This design comes from an exercise in tuning for small area and a short achievable clock period on the open sky130 flow, not from production work. Where RTL was checked, it was by simulation tests only, not by an equivalence proof against the original. No activity file was given, so power comes from the tool's default toggle rates.

==> run a <==
## frame_gen_top
module frame_gen_top (
	input  logic         sys_clk,
	input  logic         sys_rst,
	input  logic         cfg_we,
	input  frame_gen_pkg::cfg_addr_t    cfg_addr,
	input  frame_gen_pkg::cfg_word_t    cfg_wdata,
	output frame_gen_pkg::stream_beat_t tx_beat,
	output logic         tx_valid,
	input  logic         tx_ready
);
	frame_gen_pkg::frame_cfg_t  cfg;
	frame_cfg_regs u_cfg_regs (
		.sys_clk   (sys_clk),
		.sys_rst   (sys_rst),
		.cfg_we    (cfg_we),
		.cfg_addr  (cfg_addr),
		.cfg_wdata (cfg_wdata),
		.cfg       (cfg)
	);
	logic       frame_start;
	logic       frame_done;
	logic       valid;      
	logic       busy;       
	logic       gap_done;
	logic [4:0] cnt;
	logic [2:0] frame_cnt;
	frame_gen_pkg::frame_kind_t frame_kind;
	frame_gen_pkg::frame_kind_t next_kind;
	assign busy     = frame_start || valid || frame_done;
	assign gap_done = !busy && cfg.enable && (cnt == 5'd15);
	always_ff @(posedge sys_clk) begin
		if (sys_rst) begin
			cnt         <= '0;
			frame_start <= 1'b0;
		end else begin
			frame_start <= gap_done;
			if (busy) begin
				if (frame_done)
					cnt <= '0;
				else if (!frame_start && cnt != 5'd20)
					cnt <= cnt + 1'b1;
			end else if (!cfg.enable || gap_done) begin
				cnt <= '0;
			end else begin
				cnt <= cnt + 1'b1;
			end
		end
	end
	always_comb begin
		case (frame_kind)
			frame_gen_pkg::KIND_UDP: next_kind = frame_gen_pkg::KIND_ARP;
			frame_gen_pkg::KIND_ARP: next_kind = frame_gen_pkg::KIND_ICMP;
			default:  next_kind = frame_gen_pkg::KIND_UDP;
		endcase
	end
	always_ff @(posedge sys_clk) begin
		if (sys_rst) begin
			frame_kind <= frame_gen_pkg::KIND_UDP;
			frame_cnt  <= '0;
		end else if (frame_done) begin
			if (frame_cnt == 3'd4) begin
				frame_cnt  <= '0;
				frame_kind <= next_kind;
			end else begin
				frame_cnt <= frame_cnt + 1'b1;
			end
		end
	end
  ...
clock: 12.0 ns
lec_check: 0
cap_margin: 20
core_margin: 2
core_utilization: 60
slew_margin: 20
synth_hierarchical: 1
standard.sh (not shown) runs the stock make flow with config.mk's settings and CLKGATE_MAP_FILE= SYNTH_SCRIPT=/design/flow/synth_recipe.tcl, a recipe that flattens the netlist after the stock synthesis.
==> flow/flow/run.sh <==
#!/bin/bash
# Own layout flow: the standard layout (standard.sh, unchanged synthesis),
# with repair_timing asked for a larger setup margin so that it optimises the
# paths below the 12 ns constraint as well, and a flatter clock tree without
# dummy loads. flow/extra.txt holds further make variables, one per line.
# Full output of the ORFS run goes to standard.log here; ORFS also keeps each
# step's log under orfs/logs/.
set -euo pipefail
MARGIN=$(cat flow/margin.txt)
CTS="-sink_clustering_enable -repair_clock_nets -dont_use_dummy_load $(cat flow/cts.txt)"
EXTRA=()
if [[ -f flow/extra.txt ]]; then
	while IFS= read -r line; do
		[[ -n "$line" ]] && EXTRA+=("$line")
	done < flow/extra.txt
fi
bash standard.sh SETUP_SLACK_MARGIN="$MARGIN" "CTS_ARGS=$CTS" "${EXTRA[@]}" finish > standard.log 2>&1
==> flow/flow/cts.txt <==
-sink_clustering_size 30 -sink_clustering_max_diameter 100
==> flow/flow/margin.txt <==
8.7
==> inputs of run b, as changes to run a <==
==> flow/flow/margin.txt (replaced) <==
8.5
--- a/flow/config.mk
+++ b/flow/config.mk
@@ -8,5 +8,5 @@
 export CAP_MARGIN = 20
 export CORE_MARGIN = 2
-export CORE_UTILIZATION = 60
+export CORE_UTILIZATION = 70
 export SLEW_MARGIN = 20
 export SYNTH_HIERARCHICAL = 1
==> comparison table <==
| quantity | run a | run b |
|---|---|---|
| Fraction of area in multi-input gates | 0.441 | 0.444 |
| Clock slew at the register clock pins of the worst setup and hold paths | 110 ps | 120 ps |
| Highest routed metal layer | met5 | met4 |
| Final worst setup slack | 8600 ps | 8470 ps |
| Worst skew pair latency | 540 ps | 570 ps |
| Critical Path Sink Type | output port | register |
| Post-Route Hold Slack | 481 ps | 469 ps |
| RSZ-0062 raised after global routing | true | false |
| Starting Density | 0.607 | 0.709 |
| Standby leakage power | 8.65 nW | 8.43 nW |
| Final min period | 3400 ps | 3530 ps |
| Type of the worst setup path | register to output port | input pin to register |
| Wire length on met1 | 26900 um | 24200 um |
| Critical path's slowest cell | sky130_fd_sc_hd__dfxtp_2 | sky130_fd_sc_hd__clkdlybuf4s15_2 |
| Vertical die dimension | 185 um | 172 um |
| Estimated wirelength of the detail-placed design | 41100 um | 39400 um |
| Overall via count from detail_route | 15600 | 15800 |
| Endpoint of the worst setup timing path | tx_beat[4] | u_cfg_regs.cfg[152] |
| Post-layout total power | 2.50 mW | 2.50 mW |
| Placer's final routability congestion estimate | 0.977 | 0.936 |
| Area occupied by multi-input gates | 9530 um2 | 9320 um2 |
| Worst setup path start | u_out_data.q[3] | cfg_addr[1] |
| Core area | 32500 um2 | 27800 um2 |
| Worst ir drop on vdd | 0.000100 V | 0.000128 V |
| Highest Clock Rate | 0.294 GHz | 0.283 GHz |
| Overall die width | 185 um | 172 um |
| Status | complete, no violations | complete, no violations |

==> build 50 <==
Another version of the RTL of frame_gen_top (not shown whole).
clock: 12.0 ns
lec_check: 0
cap_margin: 20
core_margin: 2
core_utilization: 60
slew_margin: 20
synth_hierarchical: 1
==> flow/flow/run.sh <==
#!/bin/bash
# Own layout flow: the standard layout (standard.sh, unchanged synthesis),
# with repair_timing asked for a larger setup margin so that it optimises the
# paths below the 12 ns constraint as well, and a flatter clock tree without
# dummy loads. Full output of the ORFS run goes to standard.log here; ORFS also
# keeps each step's log under orfs/logs/.
set -euo pipefail
MARGIN=$(cat flow/margin.txt)
CTS="-sink_clustering_enable -repair_clock_nets -dont_use_dummy_load $(cat flow/cts.txt)"
bash standard.sh SETUP_SLACK_MARGIN="$MARGIN" "CTS_ARGS=$CTS" finish > standard.log 2>&1
==> flow/flow/margin.txt <==
8.5
Scripts as last shown in full above: flow/flow/cts.txt
==> trial 30: changes against build 50 <==
- SYNTH_HIERARCHICAL: 1 -> not set
==> run_results.csv <==
group,metric,value,unit
cells_and_area,clkCellAreaFrac,0.0222,
power_and_ir_drop,pg_clk,726,µW
cells_and_area,syn2layout_area_growth,8.65,%
power_and_ir_drop,p_leak,0.00725,µW
setup_path,endpoint,"tx_beat[7]",
sta,slew_headroom,0.230,
sta,whs,0.417,ns
global_route,grt_util_all_layers,0.302,
cells_and_area,stdcell_area,21400,µm²
setup_path,crit_fanout,2,
floorplan,die_w,185,µm
status,status,"finished clean",
floorplan,core,32500,µm²
power_and_ir_drop,p_clk_frac,0.261,
cells_and_area,stdcell_count,1873,
cells_and_area,buf_share,0.0408,
(the above is from build 50)
==> run_results.csv <==
group,metric,value,unit
run,maxCapViolCount,0,
status,status,"finished clean",
global_route,grt_util_all_layers,0.336,
floorplan,die_w,185,µm
cells_and_area,stdcell_area,21400,µm²
power_and_ir_drop,pg_clk,734,µW
logic_synthesis,syn_nets,1455,
sta,slew_headroom,0.197,
power_and_ir_drop,p_leak,0.00722,µW
cells_and_area,syn2layout_area_growth,9.31,%
setup_path,crit_fanout,22,
cells_and_area,clkCellAreaFrac,0.0222,
(the above is from trial 30)
Function was not checked in any run of this note: the RTL went through the layout flow alone.

==> job 8768: inputs <==
RTL: one of the versions met above, not the one the previous note started from.
==> flow/config.mk <==
export PLATFORM = sky130hd
export DESIGN_NAME = frame_gen_top
export DESIGN_NICKNAME = frame_gen_top
export VERILOG_FILES = /design/flow/design.v
export SDC_FILE = /design/flow/constraint.sdc
export NUM_CORES = 4
export LEC_CHECK = 0
export CAP_MARGIN = 20
export CORE_MARGIN = 2
export CORE_UTILIZATION = 60
export SLEW_MARGIN = 20
export SYNTH_HIERARCHICAL = 1
==> flow/constraint.sdc <==
create_clock -name core_clock -period 12.0 [get_ports {sys_clk}]
set_input_delay 2.4000 -clock core_clock [delete_from_list [all_inputs] [get_ports {sys_clk}]]
set_output_delay 2.4000 -clock core_clock [all_outputs]
set_load 0.01 [all_outputs]
==> flow/flow/run.sh <==
#!/bin/bash
# Own layout flow: the standard layout (standard.sh, unchanged synthesis),
# with repair_timing asked for a larger setup margin so that it optimises the
# paths below the 12 ns constraint as well, and a flatter clock tree without
# dummy loads. flow/extra.txt holds further make variables, one per line.
# Full output of the ORFS run goes to standard.log here; ORFS also keeps each
# step's log under orfs/logs/.
set -euo pipefail
MARGIN=$(cat flow/margin.txt)
CTS="-sink_clustering_enable -repair_clock_nets -dont_use_dummy_load $(cat flow/cts.txt)"
EXTRA=()
if [[ -f flow/extra.txt ]]; then
	while IFS= read -r line; do
		[[ -n "$line" ]] && EXTRA+=("$line")
	done < flow/extra.txt
fi
bash standard.sh SETUP_SLACK_MARGIN="$MARGIN" "CTS_ARGS=$CTS" "${EXTRA[@]}" finish > standard.log 2>&1
==> flow/flow/cts.txt <==
-sink_clustering_size 35 -sink_clustering_max_diameter 60
Scripts as last shown in full above: flow/flow/margin.txt
==> job 9394 (differences from job 8768) <==
--- a/flow/design.v
+++ b/flow/design.v
@@ -141,10 +141,24 @@
 	output logic [W-1:0] q
 );
 	always_ff @(posedge sys_clk)
 		q <= ({W{load}} & d) | ({W{keep}} & q);
 endmodule
+module frame_reg2 #(
+	parameter int W = 8
+) (
+	input  logic         sys_clk,
+	input  logic         load_a,
+	input  logic [W-1:0] d_a,
+	input  logic         load_b,
+	input  logic [W-1:0] d_b,
+	input  logic         keep,
+	output logic [W-1:0] q
+);
+	always_ff @(posedge sys_clk)
+		q <= ({W{load_a}} & d_a) | ({W{load_b}} & d_b) | ({W{keep}} & q);
+endmodule
 `default_nettype wire
 `timescale 1ns/1ps
 `default_nettype none
 module frame_byte_dec (
 	input  frame_gen_pkg::frame_kind_t kind,
@@ -269,10 +283,15 @@
 	output frame_gen_pkg::stream_beat_t tx_beat,
 	output logic         tx_valid,
 	input  logic         tx_ready
 );
 	frame_gen_pkg::frame_cfg_t  cfg;
+	logic [6:0] nidx;      
+	logic       fcs;       
+	logic       is_last;   
+	logic       xfer;      
+	logic       body_adv;  
 	frame_cfg_regs u_cfg_regs (
 		.sys_clk   (sys_clk),
 		.sys_rst   (sys_rst),
 		.cfg_we    (cfg_we),
 		.cfg_addr  (cfg_addr),
@@ -282,32 +301,26 @@
 	logic       frame_start;
 	logic       frame_done;
 	logic       valid;      
 	logic       busy;       
 	logic       gap_done;
-	logic [4:0] cnt;
+	logic [3:0] gap_cnt;
 	logic [2:0] frame_cnt;
 	frame_gen_pkg::frame_kind_t frame_kind;
 	frame_gen_pkg::frame_kind_t next_kind;
 	assign busy     = frame_start || valid || frame_done;
-	assign gap_done = !busy && cfg.enable && (cnt == 5'd15);
+	assign gap_done = !busy && cfg.enable && (gap_cnt == 4'd15);
 	always_ff @(posedge sys_clk) begin
 		if (sys_rst) begin
-			cnt         <= '0;
+			gap_cnt     <= '0;
 			frame_start <= 1'b0;
 		end else begin
 			frame_start <= gap_done;
-			if (busy) begin
-				if (frame_done)
-					cnt <= '0;
-				else if (!frame_start && cnt != 5'd20)
-					cnt <= cnt + 1'b1;
-			end else if (!cfg.enable || gap_done) begin
-				cnt <= '0;
-			end else begin
-				cnt <= cnt + 1'b1;
-			end
+			if (busy || !cfg.enable || gap_done)
+				gap_cnt <= '0;
+			else
+				gap_cnt <= gap_cnt + 1'b1;
 		end
 	end
 	always_comb begin
 		case (frame_kind)
 			frame_gen_pkg::KIND_UDP: next_kind = frame_gen_pkg::KIND_ARP;
@@ -336,34 +349,44 @@
 	frame_gen_pkg::udp_port_t s_dst_port;
 	logic                     snap_keep;
 	assign snap_keep = !frame_start;
 	frame_reg #(.W(48)) u_s_local_mac (.sys_clk(sys_clk), .load(frame_start), .keep(snap_keep), .d(cfg.local_mac),       .q(s_local_mac));
 	frame_reg #(.W(32)) u_s_local_ip  (.sys_clk(sys_clk), .load(frame_start), .keep(snap_keep), .d(cfg.local_ip),        .q(s_local_ip));
-	frame_reg #(.W(40)) u_s_peer_mac  (.sys_clk(sys_clk), .load(frame_start), .keep(snap_keep), .d(cfg.peer_mac[39:0]),  .q(s_peer_mac));
+	frame_reg2 #(.W(16)) u_s_peer_mac_hi (.sys_clk(sys_clk), .load_a(frame_start), .d_a(cfg.peer_mac[39:24]),
+		.load_b(cs_run), .d_b(cs_d), .keep(pm_keep), .q(s_peer_mac[39:24]));
+	frame_reg #(.W(24)) u_s_peer_mac_lo (.sys_clk(sys_clk), .load(frame_start), .keep(snap_keep), .d(cfg.peer_mac[23:0]),  .q(s_peer_mac[23:0]));
 	frame_reg #(.W(32)) u_s_peer_ip   (.sys_clk(sys_clk), .load(frame_start), .keep(snap_keep), .d(cfg.peer_ip),         .q(s_peer_ip));
 	frame_reg #(.W(16)) u_s_src_port  (.sys_clk(sys_clk), .load(frame_start), .keep(snap_keep), .d(cfg.src_port),        .q(s_src_port));
 	frame_reg #(.W(16)) u_s_dst_port  (.sys_clk(sys_clk), .load(frame_start), .keep(snap_keep), .d(cfg.dst_port),        .q(s_dst_port));
 	logic [15:0] cs_acc;
 	logic        cs_c;
 	logic [3:0]  cs_nib;
 	logic [4:0]  cs_sum;
 	logic [63:0] cs_words;
 	logic [15:0] ip_csum;
+	logic [15:0] cs_d;
+	logic        cs_init;
+	logic        cs_step;
+	logic        cs_run;
+	logic        pm_keep;
+	assign cs_acc   = s_peer_mac[39:24];
+	assign cs_init  = body_adv && (nidx == 7'd2);
+	assign cs_step  = body_adv && (nidx >= 7'd3) && (nidx <= 7'd22);
+	assign cs_run   = cs_init || cs_step;
+	assign pm_keep  = !frame_start && !cs_run;
 	assign cs_words = {s_peer_ip, s_local_ip};
-	assign cs_nib   = cnt[4] ? 4'h0 : cs_words[cnt[3:0]*4 +: 4];
+	assign cs_nib   = (nidx >= 7'd19) ? 4'h0 : cs_words[nidx[3:0]*4 +: 4];
 	assign cs_sum   = 5'(cs_acc[3:0]) + 5'(cs_nib) + 5'(cs_c);
+	assign cs_d     = cs_init ? ((frame_kind == frame_gen_pkg::KIND_ICMP) ? 16'h53E0 : 16'h5420)
+		: {cs_sum[3:0], cs_acc[15:4]};
 	always_ff @(posedge sys_clk) begin
-		if (frame_start) begin
-			cs_c   <= 1'b0;
-			cs_acc <= (frame_kind == frame_gen_pkg::KIND_ICMP) ? 16'h053E : 16'h0542;
-		end else if (cnt != 5'd20) begin
-			cs_c   <= cs_sum[4];
-			cs_acc <= {cs_sum[3:0], cs_acc[15:4]};
-		end
+		if (cs_init)
+			cs_c <= 1'b0;
+		else if (cs_step)
+			cs_c <= cs_sum[4];
 	end
-	assign ip_csum = ~{cs_acc[15:1], cs_acc[0] | cs_c};
-	logic [6:0]  nidx;
+	assign ip_csum = ~{cs_acc[3:1], cs_acc[0] | cs_c, cs_acc[15:4]};
 	logic [6:0]  last_idx;
 	logic [24:0] nsel;
 	logic [7:0]  nconst;
 	logic [7:0]  nxt_byte;
 	always_comb begin
@@ -391,19 +414,17 @@
 		.ip_csum   (ip_csum),
 		.byte_out  (nxt_byte)
 	);
 	logic [7:0]  out_data;
 	logic        out_last;
-	logic        fcs;        
-	logic        is_last;    
 	logic [1:0]  fcs_cnt;
 	logic [31:0] cinv;
 	logic [7:0]  crc_x;
 	logic [31:0] cinv_next;
-	logic        xfer;
 	logic        crc_keep;
 	assign xfer     = valid && tx_ready;
+	assign body_adv = xfer && !fcs && !is_last;
 	assign crc_x    = fcs ? 8'h00 : (~cinv[7:0] ^ out_data);
 	assign crc_keep = !xfer && !frame_start;
 	fcs_crc_step u_crc_step (.cinv(cinv), .x(crc_x), .cinv_next(cinv_next));
 	frame_reg #(.W(32)) u_crc (.sys_clk(sys_clk), .load(xfer), .keep(crc_keep), .d(cinv_next), .q(cinv));
 	always_ff @(posedge sys_clk) begin
==> flow/flow/cts.txt (replaced) <==
-sink_clustering_size 27 -sink_clustering_max_diameter 100
==> flow/flow/extra.txt (new file) <==
BUFFER_PORTS_ARGS=-buffer_cell sky130_fd_sc_hd__buf_2
==> flow/flow/margin.txt (replaced) <==
8.7
TNS_END_PERCENT = 0   (was unset)
==> job 9549 (differences from job 8768) <==
--- a/flow/design.v
+++ b/flow/design.v
@@ -141,10 +141,24 @@
 	output logic [W-1:0] q
 );
 	always_ff @(posedge sys_clk)
 		q <= ({W{load}} & d) | ({W{keep}} & q);
 endmodule
+module frame_reg2 #(
+	parameter int W = 8
+) (
+	input  logic         sys_clk,
+	input  logic         load_a,
+	input  logic [W-1:0] d_a,
+	input  logic         load_b,
+	input  logic [W-1:0] d_b,
+	input  logic         keep,
+	output logic [W-1:0] q
+);
+	always_ff @(posedge sys_clk)
+		q <= ({W{load_a}} & d_a) | ({W{load_b}} & d_b) | ({W{keep}} & q);
+endmodule
 `default_nettype wire
 `timescale 1ns/1ps
 `default_nettype none
 module frame_byte_dec (
 	input  frame_gen_pkg::frame_kind_t kind,
@@ -269,10 +283,15 @@
 	output frame_gen_pkg::stream_beat_t tx_beat,
 	output logic         tx_valid,
 	input  logic         tx_ready
 );
 	frame_gen_pkg::frame_cfg_t  cfg;
+	logic [6:0] nidx;      
+	logic       fcs;       
+	logic       is_last;   
+	logic       xfer;      
+	logic       body_adv;  
 	frame_cfg_regs u_cfg_regs (
 		.sys_clk   (sys_clk),
 		.sys_rst   (sys_rst),
 		.cfg_we    (cfg_we),
 		.cfg_addr  (cfg_addr),
@@ -282,32 +301,26 @@
 	logic       frame_start;
 	logic       frame_done;
 	logic       valid;      
 	logic       busy;       
 	logic       gap_done;
-	logic [4:0] cnt;
+	logic [3:0] gap_cnt;
 	logic [2:0] frame_cnt;
 	frame_gen_pkg::frame_kind_t frame_kind;
 	frame_gen_pkg::frame_kind_t next_kind;
 	assign busy     = frame_start || valid || frame_done;
-	assign gap_done = !busy && cfg.enable && (cnt == 5'd15);
+	assign gap_done = !busy && cfg.enable && (gap_cnt == 4'd15);
 	always_ff @(posedge sys_clk) begin
 		if (sys_rst) begin
-			cnt         <= '0;
+			gap_cnt     <= '0;
 			frame_start <= 1'b0;
 		end else begin
 			frame_start <= gap_done;
-			if (busy) begin
-				if (frame_done)
-					cnt <= '0;
-				else if (!frame_start && cnt != 5'd20)
-					cnt <= cnt + 1'b1;
-			end else if (!cfg.enable || gap_done) begin
-				cnt <= '0;
-			end else begin
-				cnt <= cnt + 1'b1;
-			end
+			if (busy || !cfg.enable || gap_done)
+				gap_cnt <= '0;
+			else
+				gap_cnt <= gap_cnt + 1'b1;
 		end
 	end
 	always_comb begin
 		case (frame_kind)
 			frame_gen_pkg::KIND_UDP: next_kind = frame_gen_pkg::KIND_ARP;
@@ -336,34 +349,44 @@
 	frame_gen_pkg::udp_port_t s_dst_port;
 	logic                     snap_keep;
 	assign snap_keep = !frame_start;
 	frame_reg #(.W(48)) u_s_local_mac (.sys_clk(sys_clk), .load(frame_start), .keep(snap_keep), .d(cfg.local_mac),       .q(s_local_mac));
 	frame_reg #(.W(32)) u_s_local_ip  (.sys_clk(sys_clk), .load(frame_start), .keep(snap_keep), .d(cfg.local_ip),        .q(s_local_ip));
-	frame_reg #(.W(40)) u_s_peer_mac  (.sys_clk(sys_clk), .load(frame_start), .keep(snap_keep), .d(cfg.peer_mac[39:0]),  .q(s_peer_mac));
+	frame_reg2 #(.W(16)) u_s_peer_mac_hi (.sys_clk(sys_clk), .load_a(frame_start), .d_a(cfg.peer_mac[39:24]),
+		.load_b(cs_run), .d_b(cs_d), .keep(pm_keep), .q(s_peer_mac[39:24]));
+	frame_reg #(.W(24)) u_s_peer_mac_lo (.sys_clk(sys_clk), .load(frame_start), .keep(snap_keep), .d(cfg.peer_mac[23:0]),  .q(s_peer_mac[23:0]));
 	frame_reg #(.W(32)) u_s_peer_ip   (.sys_clk(sys_clk), .load(frame_start), .keep(snap_keep), .d(cfg.peer_ip),         .q(s_peer_ip));
 	frame_reg #(.W(16)) u_s_src_port  (.sys_clk(sys_clk), .load(frame_start), .keep(snap_keep), .d(cfg.src_port),        .q(s_src_port));
 	frame_reg #(.W(16)) u_s_dst_port  (.sys_clk(sys_clk), .load(frame_start), .keep(snap_keep), .d(cfg.dst_port),        .q(s_dst_port));
 	logic [15:0] cs_acc;
 	logic        cs_c;
 	logic [3:0]  cs_nib;
 	logic [4:0]  cs_sum;
 	logic [63:0] cs_words;
 	logic [15:0] ip_csum;
+	logic [15:0] cs_d;
+	logic        cs_init;
+	logic        cs_step;
+	logic        cs_run;
+	logic        pm_keep;
+	assign cs_acc   = s_peer_mac[39:24];
+	assign cs_init  = body_adv && (nidx == 7'd2);
+	assign cs_step  = body_adv && (nidx >= 7'd3) && (nidx <= 7'd22);
+	assign cs_run   = cs_init || cs_step;
+	assign pm_keep  = !frame_start && !cs_run;
 	assign cs_words = {s_peer_ip, s_local_ip};
-	assign cs_nib   = cnt[4] ? 4'h0 : cs_words[cnt[3:0]*4 +: 4];
+	assign cs_nib   = (nidx >= 7'd19) ? 4'h0 : cs_words[nidx[3:0]*4 +: 4];
 	assign cs_sum   = 5'(cs_acc[3:0]) + 5'(cs_nib) + 5'(cs_c);
+	assign cs_d     = cs_init ? ((frame_kind == frame_gen_pkg::KIND_ICMP) ? 16'h53E0 : 16'h5420)
+		: {cs_sum[3:0], cs_acc[15:4]};
 	always_ff @(posedge sys_clk) begin
-		if (frame_start) begin
-			cs_c   <= 1'b0;
-			cs_acc <= (frame_kind == frame_gen_pkg::KIND_ICMP) ? 16'h053E : 16'h0542;
-		end else if (cnt != 5'd20) begin
-			cs_c   <= cs_sum[4];
-			cs_acc <= {cs_sum[3:0], cs_acc[15:4]};
-		end
+		if (cs_init)
+			cs_c <= 1'b0;
+		else if (cs_step)
+			cs_c <= cs_sum[4];
 	end
-	assign ip_csum = ~{cs_acc[15:1], cs_acc[0] | cs_c};
-	logic [6:0]  nidx;
+	assign ip_csum = ~{cs_acc[3:1], cs_acc[0] | cs_c, cs_acc[15:4]};
 	logic [6:0]  last_idx;
 	logic [24:0] nsel;
 	logic [7:0]  nconst;
 	logic [7:0]  nxt_byte;
 	always_comb begin
@@ -391,19 +414,17 @@
 		.ip_csum   (ip_csum),
 		.byte_out  (nxt_byte)
 	);
 	logic [7:0]  out_data;
 	logic        out_last;
-	logic        fcs;        
-	logic        is_last;    
 	logic [1:0]  fcs_cnt;
 	logic [31:0] cinv;
 	logic [7:0]  crc_x;
 	logic [31:0] cinv_next;
-	logic        xfer;
 	logic        crc_keep;
 	assign xfer     = valid && tx_ready;
+	assign body_adv = xfer && !fcs && !is_last;
 	assign crc_x    = fcs ? 8'h00 : (~cinv[7:0] ^ out_data);
 	assign crc_keep = !xfer && !frame_start;
 	fcs_crc_step u_crc_step (.cinv(cinv), .x(crc_x), .cinv_next(cinv_next));
 	frame_reg #(.W(32)) u_crc (.sys_clk(sys_clk), .load(xfer), .keep(crc_keep), .d(cinv_next), .q(cinv));
 	always_ff @(posedge sys_clk) begin
==> flow/flow/cts.txt (replaced) <==
-sink_clustering_size 30 -sink_clustering_max_diameter 100
==> flow/flow/margin.txt (replaced) <==
9.0
TNS_END_PERCENT = 0   (was unset)
==> qor summary <==
| item | job 9394 | job 8768 | job 9549 |
|---|---|---|---|
| Clock transition at the registers of the reported paths | 0.10 ns | 0.09 ns | 0.11 ns |
| Most common library cell in the layout ignoring fill and taps | dfxtp_1 | a22o_1 | dfxtp_1 |
| Final clock period utilization by the worst path | 28.86% | 29.42% | 28.66% |
| Area of the die | 33540 sq um | 34290 sq um | 33540 sq um |
| Non-CTS inverters | 49 | 37 | 50 |
| Largest stage delay on the critical path | 0.39 ns | 0.58 ns | 0.31 ns |
| Outcome | no timing/DRC/antenna violations | no timing/DRC/antenna violations | no timing/DRC/antenna violations |
| Critical path peak fanout | 25 | 8 | 57 |
| Sequential cell area | 8910 sq um | 9393 sq um | 8909 sq um |
| Slowest cell on the critical path | nor2b_1 | nor2_1 | buf_4 |
| Leakage | 0.008246 uW | 0.008457 uW | 0.008390 uW |
| Combinational-cell power consumption | 109 uW | 139 uW | 122 uW |
| Clock tree sinks | 442 | 459 | 442 |
| Switching component of the power | 547.1 uW | 605.4 uW | 540.0 uW |
| Critical path startpoint | cfg_addr[0] | frame_kind[0] | sys_rst |
| TritonCTS buffer count | 20 | 31 | 19 |
| Data arrival at the endpoint of the critical path | 3.90 ns | 4.01 ns | 3.92 ns |
| Met3 Routed Length | 5.909 mm | 5.981 mm | 6.283 mm |
| Synthesis-to-layout area growth | 5.107% | 7.407% | 7.466% |
| Critical Path End | u_cfg_regs.cfg[76] | u_out_data.q[7] | u_cfg_regs.cfg[13] |
| RePlAce Congestion | 0.9540 | 0.9110 | 0.9577 |
| First-pass detailed-route iteration total | 8 | 5 | 7 |
| Synthesized area | 19260 sq um | 19700 sq um | 19260 sq um |
| Global-route track usage on met3 | 4.329% | 6.331% | 6.871% |
| Via-to-Cell Ratio | 7.158 | 7.070 | 7.273 |
| Number of sequential cells | 442 | 459 | 442 |
| Crit Path Category | in -> reg | reg -> reg | in -> reg |

[re-timing with driven ports]
The results above use ideal ports. As a check the final layouts listed here were re-extracted and re-timed, cells and wires unchanged. Step 1: set_driving_cell puts a clkbuf_16 on sys_clk and a buf_2 on each other input, an assumption about the parent block. Step 2 moves the port delays by t, midway between the first and last clock arrival at a register: inputs arrive t later, outputs are due t later. That takes back most of the time a late clock gives input paths. a / b / c = no drivers / after step 1 / after step 2; a / b = the first two.
run	shift t [ns]	slack for setup (ns)	hold WS [ns]	worst data-port slew with drivers (ns)
run a	0.578	8.597 / 8.540 / 8.156	0.481 / 0.481 / 0.481	0.05
run b	0.586	8.466 / 8.435 / 7.849	0.469 / 0.469 / 0.469	0.10
build 50	0.573	8.457 / 8.406 / 8.038	0.417 / 0.417 / 0.417	0.04
trial 30	0.600	8.409 / 8.372 / 7.926	0.397 / 0.397 / 0.397	0.04
job 8768	0.627	8.469 / 8.469 / 7.873	0.469 / 0.469 / 0.469	0.09
job 9394	0.583	8.536 / 8.506 / 7.983	0.459 / 0.459 / 0.459	0.05
job 9549	0.573	8.561 / 8.538 / 8.025	0.471 / 0.471 / 0.471	0.04
After both steps every run listed still meets setup and hold. For run b, which loses most, drivers alone change the setup slack by -0.031 ns; drivers and shift together by -0.617 ns.
